This is an optimization exercise on Yosys and OpenROAD, whose aim is small area, a short achievable clock period and few clock cycles per item, not a production implementation.
In this exercise RTL edits were held to simulation tests only and were not proved equivalent to the original.
No activity file was given, so power comes from the tool's default toggle rates.

JK:
==> flow/design.v <==
package ptds_pkg;
  localparam int FREQ_W   = 32;
  localparam int CLOCK_W  = 32;
  localparam int VALUE_W  = 16;
  localparam int STATUS_W = 2;
  localparam logic [CLOCK_W-1:0]  CLOCK_RESET  = 32'd80000000;
  localparam logic [STATUS_W-1:0] STATUS_OK          = 2'd0;
  localparam logic [STATUS_W-1:0] STATUS_ZERO_FREQ   = 2'd1;
  localparam logic [STATUS_W-1:0] STATUS_ABOVE_CLOCK = 2'd2;
endpackage
module ptds_div #(
  parameter int W = 33
) (
  input  logic [W-1:0] a,
  input  logic [W-1:0] b,
  input  logic         cin,
  output logic [W-2:0] diff,
  output logic         fits
);
  localparam int N = W + 1;
  localparam int L = $clog2(N);
  logic [N-1:0] g [0:L];
  logic [N-1:0] p [0:L];
  logic [W-1:0] hp;
  always_comb begin
    hp      = a ^ ~b;
    g[0][0] = cin;
    p[0][0] = 1'b0;
    for (int i = 0; i < W; i++) begin
      g[0][i+1] = a[i] & ~b[i];
      p[0][i+1] = hp[i];
    end
    for (int l = 1; l <= L; l++) begin
      for (int i = 0; i < N; i++) begin
        if (i >= (1 << (l - 1))) begin
          g[l][i] = g[l-1][i] | (p[l-1][i] & g[l-1][i - (1 << (l - 1))]);
          p[l][i] = p[l-1][i] & p[l-1][i - (1 << (l - 1))];
        end else begin
          g[l][i] = g[l-1][i];
          p[l][i] = p[l-1][i];
        end
      end
    end
    for (int i = 0; i < W - 1; i++) begin
      diff[i] = hp[i] ^ g[L][i];
    end
    fits = g[L][W];
  end
endmodule
module pwm_timer_divisor_search (
  input  logic                           clk,
  input  logic                           rst,
  input  logic                           in_valid,
  output logic                           in_stall,
  input  logic [ptds_pkg::FREQ_W-1:0]    target_frequency,
  output logic                           out_valid,
  input  logic                           out_stall,
  output logic [ptds_pkg::VALUE_W-1:0]   prescaler_value,
  output logic [ptds_pkg::VALUE_W-1:0]   period_value,
  output logic [ptds_pkg::STATUS_W-1:0]  status_code,
  input  logic                           cfg_valid,
  output logic                           cfg_ready,
  input  logic [ptds_pkg::CLOCK_W-1:0]   cfg_data
);
  localparam int SKIP_A = 8;
  localparam int SKIP_B = 2;
  logic [31:0] timer_clock;
  logic [4:0]  clk_lz;
  logic        clk_norm;
  logic [31:0] dvs;
  logic [31:0] rem;
  logic [31:0] quo;
  logic [5:0]  cnt;
  logic        busy;
  logic        second;
  logic        q_nz;
  logic [1:0]  status;
  assign in_stall        = busy;
  assign cfg_ready       = 1'b1;
  assign prescaler_value = quo[31:16];
  assign period_value    = quo[15:0];
  assign status_code     = status;
  localparam logic [31:0] CLOCK_RESET_N  = ptds_pkg::CLOCK_RESET << 5;
  localparam logic [4:0]  CLOCK_RESET_LZ = 5'd5;
  always_ff @(posedge clk) begin
    if (rst) begin
      timer_clock <= CLOCK_RESET_N;
      clk_lz      <= CLOCK_RESET_LZ;
      clk_norm    <= 1'b0;
    end else if (cfg_valid) begin
      timer_clock <= cfg_data;
      clk_lz      <= 5'd0;
      clk_norm    <= 1'b1;
    end else if (clk_norm) begin
      if (timer_clock[31] || clk_lz == 5'd31) begin
        clk_norm <= 1'b0;
      end else begin
        timer_clock <= {timer_clock[30:0], 1'b0};
        clk_lz      <= clk_lz + 5'd1;
      end
    end
  end
  logic [32:0] trial;
  logic        load_c;
  logic [31:0] diff;
  logic        fits;
  logic [31:0] dmask;
  logic        skip_a;
  logic        skip_b;
  logic [5:0]  cnt_next;
  logic        cnt_end;
  logic        step;
  logic        last;
  always_comb begin
    trial = {rem, quo[31]};
    dmask = dvs;
    for (int sh = 1; sh < 32; sh = sh * 2) begin
      dmask = dmask | (dmask >> sh);
    end
    skip_a = dmask[SKIP_A] && ((rem & ~(dmask >> (SKIP_A + 1))) == 32'd0)
             && (cnt <= 6'(32 - SKIP_A));
    skip_b = (SKIP_B != 0) && dmask[SKIP_B]
             && ((rem & ~(dmask >> (SKIP_B + 1))) == 32'd0)
             && (cnt <= 6'(32 - SKIP_B));
    cnt_next = skip_a ? cnt + 6'(SKIP_A) : skip_b ? cnt + 6'(SKIP_B) : cnt + 6'd1;
    cnt_end  = skip_a ? (cnt == 6'(32 - SKIP_A)) :
               skip_b ? (cnt == 6'(32 - SKIP_B)) : (cnt == 6'd31);
  end
  ptds_div #(.W(33)) u_sub (
    .a    (trial),
    .b    ({1'b0, dvs}),
    .cin  (1'b1),
    .diff (diff),
    .fits (fits)
  );
  assign step = busy && !cnt[5] && !out_valid;
  assign load_c = (!busy || out_valid) && !(out_valid && out_stall);
  assign last = busy && cnt[5] && !out_valid;
  logic       f_ge_a;
  logic       f_ge_b;
  logic       f_one;
  logic       f_skip_a;
  logic       f_skip_b;
  logic       f_fits;
  always_comb begin
    f_ge_a   = |target_frequency[31:SKIP_A];
    f_ge_b   = |target_frequency[31:SKIP_B];
    f_one    = (target_frequency == 32'd1);
    f_skip_a = f_ge_a && (clk_lz <= 5'(32 - SKIP_A));
    f_skip_b = f_ge_b && (clk_lz <= 5'(32 - SKIP_B));
    f_fits   = f_one && timer_clock[31];
  end
  logic [15:0] qa;
  logic [15:0] qb;
  logic [15:0] mg [0:4];
  logic [15:0] mp [0:4];
  logic        c_lt;
  logic [16:0] u17;
  logic [15:0] a_z;
  logic [15:0] a_o;
  logic [15:0] psc;
  logic [16:0] psc1;
  logic        psc_zero;
  logic [1:0]  st_next;
  always_comb begin
    qa = quo[31:16];
    qb = quo[15:0];
    mg[0] = qa & ~qb;
    mp[0] = ~(qa ^ qb);
    for (int l = 1; l <= 4; l++) begin
      for (int i = 0; i < 16; i++) begin
        if (i >= (1 << (l - 1))) begin
          mg[l][i] = mg[l-1][i] | (mp[l-1][i] & mg[l-1][i - (1 << (l - 1))]);
          mp[l][i] = mp[l-1][i] & mp[l-1][i - (1 << (l - 1))];
        end else begin
          mg[l][i] = mg[l-1][i];
          mp[l][i] = mp[l-1][i];
        end
      end
    end
    c_lt = mg[4][15];
    u17[0] = mp[0][0] ^ ~c_lt;
    for (int i = 1; i < 16; i++) begin
      u17[i] = mp[0][i] ^ (mg[4][i-1] | (mp[4][i-1] & ~c_lt));
    end
    u17[16] = mp[4][15];
    a_z[0] = 1'b1;
    a_o[0] = 1'b1;
    for (int i = 1; i < 16; i++) begin
      a_z[i] = a_z[i-1] & ~qa[i-1];
      a_o[i] = a_o[i-1] & qa[i-1];
    end
    for (int i = 0; i < 16; i++) begin
      psc[i]  = qa[i] ^ (c_lt & a_z[i]);
      psc1[i] = qa[i] ^ (~c_lt & a_o[i]);
    end
    psc1[16] = ~c_lt & (&qa);
    psc_zero = (qa == 16'd0) || (qa == 16'd1 && qb == 16'd0);
    if (dvs == 32'd0)      st_next = ptds_pkg::STATUS_ZERO_FREQ;
    else if (!q_nz)        st_next = ptds_pkg::STATUS_ABOVE_CLOCK;
    else                   st_next = ptds_pkg::STATUS_OK;
  end
  logic done;
  always_comb begin
    done = (step && second && cnt_end)
        || (last && (st_next != ptds_pkg::STATUS_OK || psc_zero));
  end
  always_ff @(posedge clk) begin
    if (rst) begin
      busy      <= 1'b0;
      out_valid <= 1'b0;
    end else begin
      if (out_valid && !out_stall) out_valid <= 1'b0;
      if (!busy) begin
        if (in_valid) busy <= 1'b1;
      end else if (done) begin
        busy      <= 1'b0;
        out_valid <= 1'b1;
      end
    end
  end
  always_ff @(posedge clk) begin
    if (!busy) begin
      dvs    <= target_frequency;
      second <= 1'b0;
      if (f_skip_a) begin
        rem  <= {{(32 - SKIP_A){1'b0}}, timer_clock[31:32-SKIP_A]};
        q_nz <= 1'b0;
        cnt  <= {1'b0, clk_lz} + 6'(SKIP_A);
        if (load_c) quo <= {timer_clock[31-SKIP_A:0], {SKIP_A{1'b0}}};
      end else if (f_skip_b) begin
        rem  <= {{(32 - SKIP_B){1'b0}}, timer_clock[31:32-SKIP_B]};
        q_nz <= 1'b0;
        cnt  <= {1'b0, clk_lz} + 6'(SKIP_B);
        if (load_c) quo <= {timer_clock[31-SKIP_B:0], {SKIP_B{1'b0}}};
      end else begin
        rem  <= {31'd0, timer_clock[31] && !f_one};
        q_nz <= f_fits;
        cnt  <= {1'b0, clk_lz} + 6'd1;
        if (load_c) quo <= {timer_clock[30:0], f_fits};
      end
    end else if (step) begin
      if (skip_a) begin
        rem <= {rem[31-SKIP_A:0], quo[31:32-SKIP_A]};
        quo <= {quo[31-SKIP_A:0], {SKIP_A{second}}};
      end else if (skip_b) begin
        rem <= {rem[31-SKIP_B:0], quo[31:32-SKIP_B]};
        quo <= {quo[31-SKIP_B:0], {SKIP_B{second}}};
      end else begin
        rem <= fits ? diff : trial[31:0];
        quo <= {quo[30:0], fits ^ second};
        q_nz <= q_nz | fits;
      end
      cnt <= cnt_next;
    end else if (last) begin
      status <= st_next;
      second <= 1'b1;
      dvs    <= {15'd0, psc1};
      rem    <= {31'd0, u17[16]};
      cnt    <= 6'd16;
      if (st_next != ptds_pkg::STATUS_OK) begin
        quo <= 32'd0;
      end else if (psc_zero) begin
        quo <= {16'd0, ~u17[15:0]};
      end else begin
        quo <= {u17[15:0], psc};
      end
    end else if (load_c) begin
      quo  <= timer_clock;
      rem  <= 32'd0;
      q_nz <= 1'b0;
      cnt  <= {1'b0, clk_lz};
    end
  end
endmodule
clock: 5.0 ns
lec_check: 0
cap_margin: 20
core_margin: 2
core_utilization: 40
setup_slack_margin: 2.5
slew_margin: 20
tns_end_percent: 0
run.sh (not shown) runs the stock make flow with config.mk's settings and CLKGATE_MAP_FILE= SYNTH_SCRIPT=/design/flow/synth_recipe.tcl, a recipe that flattens the netlist after the stock synthesis.
JK finished every step from synthesis to the final layout, and the layout passed the timing, DRC and antenna checks.
Testbench counts of JK, summed over its fixed seeds: cycles 19,326, items 1,024.
#### Input delta (MS over JK)
diff --git a/flow/design.v b/flow/design.v
--- a/flow/design.v
+++ b/flow/design.v
@@ -134,23 +134,9 @@
     .fits (fits)
   );
   assign step = busy && !cnt[5] && !out_valid;
   assign load_c = (!busy || out_valid) && !(out_valid && out_stall);
-  assign last = busy && cnt[5] && !out_valid;
-  logic       f_ge_a;
-  logic       f_ge_b;
-  logic       f_one;
-  logic       f_skip_a;
-  logic       f_skip_b;
-  logic       f_fits;
-  always_comb begin
-    f_ge_a   = |target_frequency[31:SKIP_A];
-    f_ge_b   = |target_frequency[31:SKIP_B];
-    f_one    = (target_frequency == 32'd1);
-    f_skip_a = f_ge_a && (clk_lz <= 5'(32 - SKIP_A));
-    f_skip_b = f_ge_b && (clk_lz <= 5'(32 - SKIP_B));
-    f_fits   = f_one && timer_clock[31];
-  end
+  assign last = busy && cnt[5];
   logic [15:0] qa;
   logic [15:0] qb;
   logic [15:0] mg [0:4];
   logic [15:0] mp [0:4];
@@ -221,25 +207,13 @@
   end
   always_ff @(posedge clk) begin
     if (!busy) begin
       dvs    <= target_frequency;
+      rem    <= 32'd0;
       second <= 1'b0;
-      if (f_skip_a) begin
-        rem  <= {{(32 - SKIP_A){1'b0}}, timer_clock[31:32-SKIP_A]};
-        q_nz <= 1'b0;
-        cnt  <= {1'b0, clk_lz} + 6'(SKIP_A);
-        if (load_c) quo <= {timer_clock[31-SKIP_A:0], {SKIP_A{1'b0}}};
-      end else if (f_skip_b) begin
-        rem  <= {{(32 - SKIP_B){1'b0}}, timer_clock[31:32-SKIP_B]};
-        q_nz <= 1'b0;
-        cnt  <= {1'b0, clk_lz} + 6'(SKIP_B);
-        if (load_c) quo <= {timer_clock[31-SKIP_B:0], {SKIP_B{1'b0}}};
-      end else begin
-        rem  <= {31'd0, timer_clock[31] && !f_one};
-        q_nz <= f_fits;
-        cnt  <= {1'b0, clk_lz} + 6'd1;
-        if (load_c) quo <= {timer_clock[30:0], f_fits};
-      end
+      q_nz   <= 1'b0;
+      cnt    <= {1'b0, clk_lz};
+      if (load_c) quo <= timer_clock;
     end else if (step) begin
       if (skip_a) begin
         rem <= {rem[31-SKIP_A:0], quo[31:32-SKIP_A]};
         quo <= {quo[31-SKIP_A:0], {SKIP_A{second}}};
@@ -265,11 +239,9 @@
       end else begin
         quo <= {u17[15:0], psc};
       end
     end else if (load_c) begin
-      quo  <= timer_clock;
-      rem  <= 32'd0;
-      q_nz <= 1'b0;
-      cnt  <= {1'b0, clk_lz};
+      quo <= timer_clock;
+      cnt <= {1'b0, clk_lz};
     end
   end
 endmodule
- Sequential cell fraction of total power is lower on MS
- Cmp MS and JK / non-clock buffer count / lower: MS
- Sequential share of layout area was lower in MS than in JK.
- Looking at post-detailed-route wirelength per cell across MS and JK, the one that comes out lower is MS.
- Worst-case clock buffer depth: MS vs JK identical
- What JK reported for leakage power has to be multiplied by 0.901 to get the figure for MS.
- For total non-filler cell area in the finished layout, dividing the value from MS by the value from JK gives 0.922.
- Measured against MS, the global-route wire length before repair of JK comes out at 1.14 times the reference value.
- Relative to JK, MS improves area enclosed by the die boundary.
- Diff JK -> MS: total length of routed met2 wires down 8.7%, fmax picked up an extra 7.6%, number of placed instances, taps included saw a decrease.
Testbench counts of MS, summed over its fixed seeds: cycles 20,350, items 1,024.

-- re-timing with driven ports --
Ports are ideal in the flow. The routed layouts listed here were re-timed in OpenROAD.
Step 1 (the two cells are an assumption about what drives the block):
set clk [get_ports {clk}]
set_driving_cell -lib_cell sky130_fd_sc_hd__clkbuf_16 $clk
set_driving_cell -lib_cell sky130_fd_sc_hd__buf_2 [delete_from_list [all_inputs] $clk]
Step 2 adds t to the input delays and takes it off the output delays; t is the mean of the earliest and latest rising clock arrival at the registers after step 1. Input paths then give back, and output paths get back, about the clock's delay inside the block.
Three values: ideal ports, drivers, drivers and shift; two values: the first two.
| run | shift t [ns] | setup slack, ns | latest minus earliest clock arrival (ns) | worst data-port slew with drivers (ns) |
|---|---|---|---|---|
| JK | 0.502 | 1.648 / 1.648 / 1.204 | 0.012 / 0.012 | 0.04 |
| MS | 0.491 | 1.885 / 1.885 / 1.486 | 0.021 / 0.021 | 0.05 |
After both steps setup and hold are still met in every run listed. For JK, which loses most, drivers alone change the setup slack by 0.000 ns; drivers and shift together by -0.444 ns.
